Context: an optimization exercise on an open-source flow, tuned for small area, a short achievable clock period and few clock cycles per item. The choices shown serve that exercise and are no tape-out recipe.
Function was checked by simulation only, so behaviour that the tests miss may differ from the original.

--- flow/run.sh ---
#!/bin/bash
# synth_recipe.tcl (not shown) runs the flow's synth.tcl, then flattens the netlist and writes it again
# the make line also repeats each setting of config.mk as NAME=value (left out here)
make -C /OpenROAD-flow-scripts/flow DESIGN_CONFIG=/design/flow/config.mk WORK_HOME=/design/flow/orfs CLKGATE_MAP_FILE= SYNTH_SCRIPT=/design/flow/synth_recipe.tcl finish
--- flow/config.mk ---
export PLATFORM = sky130hd
export DESIGN_NAME = slip_skid_ball_filter
export DESIGN_NICKNAME = slip_skid_ball_filter
export VERILOG_FILES = /design/flow/design.v
export SDC_FILE = /design/flow/constraint.sdc
export NUM_CORES = 4
export LEC_CHECK = 0
export CAP_MARGIN = 20
export CORE_MARGIN = 2
export CORE_UTILIZATION = 40
export SLEW_MARGIN = 20
--- flow/constraint.sdc ---
create_clock -name core_clock -period 8.0 [get_ports {clk}]
set_input_delay 1.6000 -clock core_clock [delete_from_list [all_inputs] [get_ports {clk}]]
set_output_delay 1.6000 -clock core_clock [all_outputs]
set_load 0.01 [all_outputs]
--- flow/design.v ---
package ssb_pkg;
    localparam int ACCEL_W = 16;
    localparam int POS_W   = 24;
    localparam int WEIGHT_W = 16;
    localparam int MAG_W   = 16;
    localparam int SIGN_W  = 6;
    localparam int DIV_STEPS = 23;
    localparam int DIV_CNT_W = $clog2(DIV_STEPS);
    localparam logic [WEIGHT_W-1:0] WEIGHT_RESET = 16'd6554;
    localparam logic signed [16:0]  UNITY_Q12    = 17'sd4096;
    localparam logic [SIGN_W-1:0]   SIGN_PLUS    = 6'd43;
    localparam logic [SIGN_W-1:0]   SIGN_MINUS   = 6'd45;
    typedef logic signed [POS_W-1:0] pos_t;
    typedef logic [ACCEL_W-1:0]      load_t;
endpackage
module slip_skid_ball_filter (
    input  logic        clk,
    input  logic        rst_n,
    input  logic        in_valid,
    output logic        in_ready,
    input  logic signed [15:0] lateral_accel,
    input  logic signed [15:0] vertical_accel,
    output logic        out_valid,
    input  logic        out_ready,
    output logic signed [23:0] ball_position,
    output logic [5:0]  sign_code,
    output logic [15:0] magnitude_hundredths,
    input  logic        cfg_wr_en,
    input  logic [15:0] cfg_wr_data
);
    localparam logic [2:0] ST_IDLE  = 3'd0;
    localparam logic [2:0] ST_DIV   = 3'd1;
    localparam logic [2:0] ST_DIFF  = 3'd2;
    localparam logic [2:0] ST_MUL   = 3'd3;
    localparam logic [2:0] ST_BLEND = 3'd4;
    localparam logic [2:0] ST_ABS   = 3'd5;
    localparam logic [2:0] ST_SCALE = 3'd6;
    logic [2:0] state_reg, state_next;
    logic [ssb_pkg::DIV_CNT_W-1:0] cnt_reg, cnt_next;
    logic [15:0] weight_reg;
    ssb_pkg::pos_t smooth_reg, smooth_next;
    logic        neg_reg;
    ssb_pkg::load_t load_reg;
    logic [15:0] rem_reg;
    logic [22:0] low_reg;
    logic signed [24:0] diff_reg;
    logic signed [41:0] prod_reg;
    logic [23:0] abs_reg;
    logic        out_valid_reg;
    ssb_pkg::pos_t pos_out_reg;
    logic [5:0]  sign_out_reg;
    logic [15:0] mag_out_reg;
    logic        in_fire;
    logic [15:0] lat_mag;
    logic [18:0] lat_mag10;
    logic signed [16:0] neg_vert;
    ssb_pkg::load_t load_in;
    logic [16:0] trial;
    logic        trial_ge;
    logic [15:0] rem_step;
    logic signed [23:0] raw_pos;
    logic signed [41:0] rounded;
    logic signed [25:0] blend_sum;
    logic [30:0] scaled;
    logic        out_free;
    assign in_ready = (state_reg == ST_IDLE);
    assign in_fire  = in_valid && in_ready;
    assign out_free = !out_valid_reg || out_ready;
    always_comb
    begin
        lat_mag   = lateral_accel[15] ? 16'(-lateral_accel) : 16'(lateral_accel);
        lat_mag10 = ({3'b000, lat_mag} << 3) + ({3'b000, lat_mag} << 1);
        neg_vert  = -$signed({vertical_accel[15], vertical_accel});
        load_in   = (neg_vert < ssb_pkg::UNITY_Q12) ? 16'(ssb_pkg::UNITY_Q12)
                                                     : 16'(neg_vert);
    end
    always_comb
    begin
        trial    = {rem_reg, low_reg[22]};
        trial_ge = (trial >= {1'b0, load_reg});
        rem_step = trial_ge ? 16'(trial - {1'b0, load_reg}) : trial[15:0];
    end
    always_comb
    begin
        raw_pos   = neg_reg ? 24'(-{1'b0, low_reg}) : 24'({1'b0, low_reg});
        rounded   = prod_reg + 42'sd32768;
        blend_sum = {{2{smooth_reg[23]}}, smooth_reg} + rounded[41:16];
        scaled    = ({7'd0, abs_reg} << 6) + ({7'd0, abs_reg} << 5)
                  + ({7'd0, abs_reg} << 2);
    end
    always_comb
    begin
        state_next  = state_reg;
        cnt_next    = cnt_reg;
        smooth_next = smooth_reg;
        case (state_reg)
            ST_IDLE:
            begin
                if (in_fire)
                begin
                    state_next = ST_DIV;
                    cnt_next   = '0;
                end
            end
            ST_DIV:
            begin
                cnt_next = cnt_reg + 1'b1;
                if (cnt_reg == ssb_pkg::DIV_CNT_W'(ssb_pkg::DIV_STEPS - 1))
                    state_next = ST_DIFF;
            end
            ST_DIFF:  state_next = ST_MUL;
            ST_MUL:   state_next = ST_BLEND;
            ST_BLEND:
            begin
                smooth_next = blend_sum[23:0];
                state_next  = ST_ABS;
            end
            ST_ABS:   state_next = ST_SCALE;
            ST_SCALE:
            begin
                if (out_free)
                    state_next = ST_IDLE;
            end
            default:  state_next = ST_IDLE;
        endcase
    end
    always_ff @(posedge clk or negedge rst_n)
    begin
        if (!rst_n)
        begin
            state_reg     <= ST_IDLE;
            cnt_reg       <= '0;
            weight_reg    <= ssb_pkg::WEIGHT_RESET;
            smooth_reg    <= '0;
            out_valid_reg <= 1'b0;
        end
        else
        begin
            state_reg  <= state_next;
            cnt_reg    <= cnt_next;
            smooth_reg <= smooth_next;
            if (cfg_wr_en)
                weight_reg <= cfg_wr_data;
            if (state_reg == ST_SCALE && out_free)
                out_valid_reg <= 1'b1;
            else if (out_ready)
                out_valid_reg <= 1'b0;
        end
    end
    always_ff @(posedge clk)
    begin
        case (state_reg)
            ST_IDLE:
            begin
                if (in_fire)
                begin
                    neg_reg  <= lateral_accel[15];
                    load_reg <= load_in;
                    rem_reg  <= {4'd0, lat_mag10[18:7]};
                    low_reg  <= {lat_mag10[6:0], 16'd0};
                end
            end
            ST_DIV:
            begin
                rem_reg <= rem_step;
                low_reg <= {low_reg[21:0], trial_ge};
            end
            ST_DIFF:
                diff_reg <= {raw_pos[23], raw_pos} - {smooth_reg[23], smooth_reg};
            ST_MUL:
                prod_reg <= diff_reg * $signed({1'b0, weight_reg});
            ST_ABS:
                abs_reg <= smooth_reg[23] ? 24'(-smooth_reg) : 24'(smooth_reg);
            ST_SCALE:
            begin
                if (out_free)
                begin
                    pos_out_reg  <= smooth_reg;
                    sign_out_reg <= smooth_reg[23] ? ssb_pkg::SIGN_MINUS
                                                   : ssb_pkg::SIGN_PLUS;
                    mag_out_reg  <= {1'b0, scaled[30:16]};
                end
            end
            default:
            begin
            end
        endcase
    end
    assign out_valid            = out_valid_reg;
    assign ball_position        = pos_out_reg;
    assign sign_code            = sign_out_reg;
    assign magnitude_hundredths = mag_out_reg;
endmodule
==> notes.md <==
## layout make-up
class | instances | share of cell area (%)
clock inverter | 19 | 0.5747
clock buffer | 29 | 2.237
tap | 931 | 3.822
timing repair buffer | 113 | 3.571
sequential | 219 | 20.80
inverter | 528 | 6.502
multi-input combinational | 2008 | 62.49
## per-layer routing
layer / global-route usage (%) / vias up
li1: - / 9206
met1: 24.36 / 9945
met2: 34.32 / 399
met3: 2.243 / 97
met4: 3.841 / 0
met5: 0 / -
## cell families after synthesis
logic type / Yosys count
flip-flops: 219
multiplexers: 27
buffers and inverters: 623
XOR/XNOR: 205
adder cells (fa/ha/maj): 607
AO/OA/AOI/OAI: 364
other: 2
AND/OR/NAND/NOR: 800
## through the flow
step	worst slack [ps]	utilization [%]
5_1_grt	75.84	44.44
2_1_floorplan	1397	-
3_5_place_dp	647.0	43.17
6_report	503.8	44.44
4_1_cts	625.2	44.42
3_3_place_gp	766.8	43.17
## worst max path at each step
stage                     depth (start not counted)           end
after floorplan                                  24  prod_reg[37]
after global placement                           22  prod_reg[37]
after detailed placement                         21  prod_reg[37]
after CTS                                        21  prod_reg[37]
after global routing                             21  prod_reg[37]
final                                            21  prod_reg[37]
## cell usage in the layout, fill, tap and decap left out, types with 18 or more instances in the layout
cell type and n:
fa_1 401, nor3_1 40, xor2_1 56, o21ai_0 89, a21oi_1 90, a21o_1 45, nand3_1 32, and2_1 180
clkbuf_16 26, ha_1 206, o21a_1 18, inv_1 528, and3_1 19, xnor2_1 149, nor2_1 83, dfrtp_1 42
nor2b_1 19, mux2_2 19, nand2_1 339, clkdlybuf4s50_1 94, edfxtp_1 170, o31ai_1 18
## critical path: cells and delay by family, from the launching register on
kind / cells / cell delay (ps)
adder cells (fa/ha/maj): 7 / 3460
AO/OA/AOI/OAI: 6 / 1710
flip-flops: 1 / 1030
AND/OR/NAND/NOR: 4 / 680
buffers and inverters: 4 / 360
==> impl_metrics.csv <==
group,metric,value,unit
run_status,status,"no timing/DRC/antenna violations",
floorplan,rows,96,
drt,first_pass_iters,5,
sta,grt_setup_unrepaired,"false",
worst_hold_path,worstHoldPathType,"reg2reg",
final_layout,ff_latch_area,0.006340,mm^2
sta,hold_viol,0,
final_layout,fin_nets,3556,
yosys,yosysWarningCount,1,
worst_setup_path,r2r_slack,500,ps
drt,routed.top_layer,"met4",
yosys,synth_fa_ha_area_share,38.25,%
floorplan,die_h,267.3,um
yosys,synth_edf_count,170,
worst_setup_path,worst_path_largest_cell_delay,1030,ps
worst_setup_path,ff2ff_path_depth,21,
yosys,ys.flop_type,"edfxtp_1",
worst_setup_path,start_kind,"flop",
yosys,synth_area_leaders,"fa_1 29%, edfxtp_1 18%, ha_1 9.3%",
worst_setup_path,endpoint_kind,"flop",
clock_network,hold_buffers,0,
drt,wl_per_cell,17.03,um
yosys,yosysTopAreaCellShare,28.95,%
floorplan,start_util,40.42,%
clock_network,path_clk_slew,60,ps
sta,hold_ws,556.4,ps
floorplan,io_pins,101,
sta,period_share,93.70,%
drt,wirelength,65.51,mm
worst_setup_path,r2r_end,"prod_reg[37]",
clock_network,htree_levels,1,
drt,vias,19647,
clock_network,clock_latency,550,ps
global_routing,antenna_found_initial,1,
worst_setup_path,critPathKind,"reg2reg",
yosys,yosys.area_share.xor_xnor,6.476,%
final_layout,layout.cells.non_filler,3847,
sta,relSlewSlack,29.42,%
place,post-place-cells,3798,
global_routing,grt_max_degree,50,
sta,setup_viol,0,
sta,tns,0,ps
global_routing,grt_overflow,0,
worst_setup_path,worstPathCellList,"nand2_1, fa_1, fa_1, fa_1, inv_1, fa_1, fa_1, inv_1, fa_1, inv_1, ha_1, and3_1, and3_1, o311ai_1, a21boi_0, buf_4, a41o_1, a21oi_1, nor2b_1, o21ai_0, a21oi_1",
clock_network,cts_tree,"done",
worst_setup_path,crit_fanout,21,
sta,drv_slew,0,
clock_network,cts_setup_buffers,0,
yosys,synthSimpleGateAreaFrac,14.23,%
worst_setup_path,slowest_stage,"dfrtp_1",
sta,max_freq,133.4,MHz
yosys,yosysTopAreaCell,"fa_1",
drt,met1_length,27.94,mm
yosys,synth.most_common_cell,"inv_1",
yosys,ys_seq_area_share,22.87,%
place,place.detailed.hpwl,52.29,mm
worst_setup_path,reg2reg_from,"weight_reg[2]",
clock_network,clockBufferDepth,3,
clock_network,cts_resized,0,
yosys,synth_cell_types,74,
worst_setup_path,crit_start,"weight_reg[2]",
sta,fin_worst_skew,15.22,ps
worst_hold_path,min_delay_path_depth,1,
drt,wl_met2,33.73,mm
floorplan,coreArea,0.06859,mm^2
worst_setup_path,cp_data_required_time,8290,ps
drt,drt-initial-drc-count,1097,
yosys,synth_common_cells,"528 x inv_1, 401 x fa_1, 339 x nand2_1, 206 x ha_1, 181 x and2_1",
final_layout,syn_to_final_growth,9.937,%
place,gp_congestion,0.8433,
worst_hold_path,hp-start,"cnt_reg[2]",
sta,min_period,7496,ps
place,port_buffers,95,
clock_network,cts_buffers,26,
drt,ant_nets,0,
global_routing,grt_pass1_vias,21075,
flow_run,maxCapViolations,0,
clock_network,cts_sinks,219,
global_routing,grt_pass1_wl,108.5,mm
yosys,synth_compound_area_share,8.547,%
global_routing,grt_usage,18.97,%
final_layout,nFillCells,6574,
worst_hold_path,whs_endpoint,"cnt_reg[2]",
drt,drc,0,
yosys,syn_area,0.02773,mm^2
yosys,synth_top_family_by_area,"adder cells",
place,dpl_cell_area,0.02961,mm^2
yosys,syn_area_per_cell,9.738,um^2
clock_network,root_buffer,"clkbuf_16",
worst_setup_path,cp.arrival,7790,ps
drt,drt-vias-per-instance,5.107,
yosys,syn_inst,2847,
final_layout,multi_input_area,0.01905,mm^2
floorplan,die-area,0.07144,mm^2
yosys,muxShareOfSynthArea,1.061,%
final_layout,num_antenna_cells,0,
final_layout,post-route-cell-area,0.03048,mm^2
drt,wl_met3,2.500,mm
worst_setup_path,cpMostUsedCell,"fa_1",
floorplan,fp.dieW,267.3,um
final_layout,drive_above_1_share,4.115,%
yosys,ys_ff_latch,219,
sta,worst_slew_pin_slew,1059,ps
yosys,synthArstFlopShare,22.37,%
Testbench counts, summed over its fixed seeds: cycles 139,224, items 4,800.

-- afterwards: timing with drivers on the ports --
How much do the figures lean on ideal ports? The routed layout below was timed once more, with nothing changed but the port constraints. Step 1: set_driving_cell puts a clkbuf_16 on clk and a buf_2 on each other input, an assumption about the parent block. Step 2 also shifts input and output timing later by t, the mid clock arrival at the registers, as if the neighbouring blocks saw the same clock. Three values: ideal ports, drivers, drivers and shift; two values: the first two.
t, ns: 0.597
setup slack, ns: 0.504 / 0.504 / 0.504
worst setup path at the end: register to register
worst register clock-pin slew, ns: 0.07 / 0.07
After both steps this run still meets setup and hold. The setup slack of this run moves by 0.000 ns with the drivers and by 0.000 ns with both steps.
